This is an optimization exercise on Yosys and OpenROAD, whose aim is small area, a short achievable clock period and few clock cycles per item, not a production implementation. In this exercise RTL edits were held to simulation tests only and were not proved equivalent to the original.

## old
## cordic_vector
module cordic_vector (
  input  logic        clk,
  input  logic        reset,
  input  logic [31:0] x_in,
  input  logic [31:0] y_in,
  input  logic        in_valid,
  output logic        in_ready,
  output logic [31:0] angle,
  output logic [31:0] magnitude,
  output logic        out_valid,
  input  logic        out_ready
);
  function automatic logic [31:0] ztab1(input logic [4:0] ztab1_k);
    ztab1 = (ztab1_k[4] ? (ztab1_k[3] ? (ztab1_k[2] ? (ztab1_k[1] ? (ztab1_k[0] ? 32'hCB4298FC : 32'hAD9631F8) : (ztab1_k[0] ? 32'hBB94DE00 : 32'h9DE876FC)) : (ztab1_k[1] ? (ztab1_k[0] ? 32'hC34D2A58 : 32'hA5A0C354) : (ztab1_k[0] ? 32'hB39F6F5C : 32'h95F30858))) : (ztab1_k[2] ? (ztab1_k[1] ? (ztab1_k[0] ? 32'h620E7CF6 : 32'h446215F2) : (ztab1_k[0] ? 32'h5260C1FA : 32'h34B45AF6)) : (ztab1_k[1] ? (ztab1_k[0] ? 32'h5A190E52 : 32'h3C6CA74E) : (ztab1_k[0] ? 32'h4A6B5356 : 32'h2CBEEC52)))) : (ztab1_k[3] ? (ztab1_k[2] ? (ztab1_k[1] ? (ztab1_k[0] ? 32'hFD868FA5 : 32'hDFDA28A1) : (ztab1_k[0] ? 32'hEDD8D4A9 : 32'hD02C6DA5)) : (ztab1_k[1] ? (ztab1_k[0] ? 32'hF5912101 : 32'hD7E4B9FD) : (ztab1_k[0] ? 32'hE5E36605 : 32'hC836FF01))) : (ztab1_k[2] ? (ztab1_k[1] ? (ztab1_k[0] ? 32'h2FCA864D : 32'h121E1F49) : (ztab1_k[0] ? 32'h201CCB51 : 32'h0270644D)) : (ztab1_k[1] ? (ztab1_k[0] ? 32'h27D517A9 : 32'h0A28B0A5) : (ztab1_k[0] ? 32'h18275CAD : 32'hFA7AF5A9)))));
  endfunction
  function automatic logic [31:0] ztab2(input logic [2:0] ztab2_k);
    ztab2 = (ztab2_k[2] ? (ztab2_k[1] ? (ztab2_k[0] ? 32'h06FE7B7A : 32'h02FFD004) : (ztab2_k[0] ? 32'h04FEA620 : 32'h00FFFAAA)) : (ztab2_k[1] ? (ztab2_k[0] ? 32'h05FE80D0 : 32'h01FFD55A) : (ztab2_k[0] ? 32'h03FEAB76 : 32'h00000000)));
  endfunction
  function automatic logic [31:0] ztab3(input logic [3:0] ztab3_k);
  ...
clock: 12.0 ns
lec_check: 0
abc_area: 1
cap_margin: 20
core_margin: 2
core_utilization: 50
cts_cluster_diameter: 120
cts_cluster_size: 25
slew_margin: 20
standard.sh (not shown) runs the stock make flow with config.mk's settings and CLKGATE_MAP_FILE= SYNTH_SCRIPT=/design/flow/synth_recipe.tcl, a recipe that flattens the netlist after the stock synthesis.
==> flow/flow/run.sh <==
#!/bin/bash
# The standard layout, with the resizer allowed to change cell footprints and asked for
# more setup slack than the constraint needs, so that it shortens the critical paths.
set -euo pipefail
bash standard.sh synth > synth.log 2>&1
bash standard.sh MATCH_CELL_FOOTPRINT=0 SETUP_SLACK_MARGIN=8.25 finish > layout.log 2>&1
Testbench counts of old, summed over its fixed seeds: cycles 2,320, items 2,048.
Inputs modified between old and new:
- CORE_UTILIZATION now 45, was 50
diff --git a/flow/flow/run.sh b/flow/flow/run.sh
--- a/flow/flow/run.sh
+++ b/flow/flow/run.sh
@@ -4,3 +4,3 @@
 set -euo pipefail
 bash standard.sh synth > synth.log 2>&1
-bash standard.sh MATCH_CELL_FOOTPRINT=0 SETUP_SLACK_MARGIN=8.25 finish > layout.log 2>&1
+bash standard.sh MATCH_CELL_FOOTPRINT=0 SETUP_SLACK_MARGIN=8.1 finish > layout.log 2>&1
## What came out
- As far as max-cap check violation count is concerned, new and old perform about the same.
- The die footprint of new was inferior to that of old.
- new ended with less non-clock buffer count than old.
- The count of clock-buffer cells in the layout in new sits 4.0% above the value recorded for old.

========
cordic_vector again, from the RTL that the note above started with.
## cordic_vector
module cordic_vector (
  input  logic        clk,
  input  logic        reset,
  input  logic [31:0] x_in,
  input  logic [31:0] y_in,
  input  logic        in_valid,
  output logic        in_ready,
  output logic [31:0] angle,
  output logic [31:0] magnitude,
  output logic        out_valid,
  input  logic        out_ready
);
  function automatic logic [31:0] ztab1(input logic [4:0] ztab1_k);
    ztab1 = (ztab1_k[4] ? (ztab1_k[3] ? (ztab1_k[2] ? (ztab1_k[1] ? (ztab1_k[0] ? 32'hCB4298FC : 32'hAD9631F8) : (ztab1_k[0] ? 32'hBB94DE00 : 32'h9DE876FC)) : (ztab1_k[1] ? (ztab1_k[0] ? 32'hC34D2A58 : 32'hA5A0C354) : (ztab1_k[0] ? 32'hB39F6F5C : 32'h95F30858))) : (ztab1_k[2] ? (ztab1_k[1] ? (ztab1_k[0] ? 32'h620E7CF6 : 32'h446215F2) : (ztab1_k[0] ? 32'h5260C1FA : 32'h34B45AF6)) : (ztab1_k[1] ? (ztab1_k[0] ? 32'h5A190E52 : 32'h3C6CA74E) : (ztab1_k[0] ? 32'h4A6B5356 : 32'h2CBEEC52)))) : (ztab1_k[3] ? (ztab1_k[2] ? (ztab1_k[1] ? (ztab1_k[0] ? 32'hFD868FA5 : 32'hDFDA28A1) : (ztab1_k[0] ? 32'hEDD8D4A9 : 32'hD02C6DA5)) : (ztab1_k[1] ? (ztab1_k[0] ? 32'hF5912101 : 32'hD7E4B9FD) : (ztab1_k[0] ? 32'hE5E36605 : 32'hC836FF01))) : (ztab1_k[2] ? (ztab1_k[1] ? (ztab1_k[0] ? 32'h2FCA864D : 32'h121E1F49) : (ztab1_k[0] ? 32'h201CCB51 : 32'h0270644D)) : (ztab1_k[1] ? (ztab1_k[0] ? 32'h27D517A9 : 32'h0A28B0A5) : (ztab1_k[0] ? 32'h18275CAD : 32'hFA7AF5A9)))));
  endfunction
  function automatic logic [31:0] ztab2(input logic [2:0] ztab2_k);
    ztab2 = (ztab2_k[2] ? (ztab2_k[1] ? (ztab2_k[0] ? 32'h06FE7B7A : 32'h02FFD004) : (ztab2_k[0] ? 32'h04FEA620 : 32'h00FFFAAA)) : (ztab2_k[1] ? (ztab2_k[0] ? 32'h05FE80D0 : 32'h01FFD55A) : (ztab2_k[0] ? 32'h03FEAB76 : 32'h00000000)));
  endfunction
  function automatic logic [31:0] ztab3(input logic [3:0] ztab3_k);
    ztab3 = (ztab3_k[3] ? (ztab3_k[2] ? (ztab3_k[1] ? (ztab3_k[0] ? 32'h00EFFF38 : 32'h006FFFE4) : (ztab3_k[0] ? 32'h00AFFF4E : 32'h002FFFFA)) : (ztab3_k[1] ? (ztab3_k[0] ? 32'h00CFFF3C : 32'h004FFFE8) : (ztab3_k[0] ? 32'h008FFF52 : 32'h000FFFFE))) : (ztab3_k[2] ? (ztab3_k[1] ? (ztab3_k[0] ? 32'h00DFFF3A : 32'h005FFFE6) : (ztab3_k[0] ? 32'h009FFF50 : 32'h001FFFFC)) : (ztab3_k[1] ? (ztab3_k[0] ? 32'h00BFFF3E : 32'h003FFFEA) : (ztab3_k[0] ? 32'h007FFF54 : 32'h00000000))));
  endfunction
  logic en;   
  logic        v0, sx0, sy0;
  logic [31:0] xa0, ya0;
  always_ff @(posedge clk or negedge reset)
  ...
==> flow/config.mk <==
export PLATFORM = sky130hd
export DESIGN_NAME = cordic_vector
export DESIGN_NICKNAME = cordic_vector
export VERILOG_FILES = /design/flow/design.v
export SDC_FILE = /design/flow/constraint.sdc
export NUM_CORES = 4
export LEC_CHECK = 0
export CAP_MARGIN = 20
export CORE_MARGIN = 2
export CORE_UTILIZATION = 50
export CTS_CLUSTER_DIAMETER = 120
export CTS_CLUSTER_SIZE = 25
export SLEW_MARGIN = 20
==> flow/constraint.sdc <==
create_clock -name core_clock -period 12.0 [get_ports {clk}]
set_input_delay 2.4000 -clock core_clock [delete_from_list [all_inputs] [get_ports {clk}]]
set_output_delay 2.4000 -clock core_clock [all_outputs]
set_load 0.01 [all_outputs]
==> flow/flow/run.sh <==
#!/bin/bash
# The standard layout, with the resizer allowed to change cell footprints and asked for
# more setup slack than the constraint needs, so that it shortens the critical paths.
set -euo pipefail
bash standard.sh synth > synth.log 2>&1
bash standard.sh MATCH_CELL_FOOTPRINT=0 SETUP_SLACK_MARGIN=8.25 finish > layout.log 2>&1
Testbench counts at the start, summed over its fixed seeds: cycles 2,320, items 2,048.
Next try:
--- a/flow/flow/run.sh
+++ b/flow/flow/run.sh
@@ -5,2 +5,2 @@
 bash standard.sh synth > synth.log 2>&1
-bash standard.sh MATCH_CELL_FOOTPRINT=0 SETUP_SLACK_MARGIN=8.25 finish > layout.log 2>&1
+bash standard.sh MATCH_CELL_FOOTPRINT=0 SETUP_SLACK_MARGIN=8.1 finish > layout.log 2>&1
--- a/flow/config.mk
+++ b/flow/config.mk
@@ -9,3 +9,3 @@
 export CORE_MARGIN = 2
-export CORE_UTILIZATION = 50
+export CORE_UTILIZATION = 45
 export CTS_CLUSTER_DIAMETER = 120
After rerunning:
- global-route usage fell by 2.8 points
- hold slack is worse by 45 ps
- utilization fell by 6.3 points
- cell count rose by 1.7%
- worst setup slack is better by 49 ps
- fmax rose by 1.2%
- register-to-register slack is worse by 100 ps

-- static timing again, ports no longer ideal --
In the flow no input, the clock included, has a driving cell. The finished layouts below were timed again as built, in two steps. Step 1 assumes that a clkbuf_16 drives the clock port and a buf_2 every other input. Step 2 moves the port delays by t, midway between the first and last clock arrival at a register: inputs arrive t later, outputs are due t later. That takes back most of the time a late clock gives input paths. Slacks: no drivers / after step 1 / after step 2; pairs: no drivers / after step 1.
run	t (ns)	setup slack, ns	worst register clock-pin slew, ns
old	0.996	8.129 / 8.033 / 7.380	0.11 / 0.11
new	1.001	8.116 / 8.007 / 7.277	0.11 / 0.11
the first run of note 2	0.911	8.025 / 8.081 / 7.170	0.11 / 0.11
the second run of note 2	0.995	8.075 / 8.012 / 7.143	0.11 / 0.11
After both steps setup and hold are still met in every run listed. For the second run of note 2, which loses most, drivers alone change the setup slack by -0.063 ns; drivers and shift together by -0.932 ns.
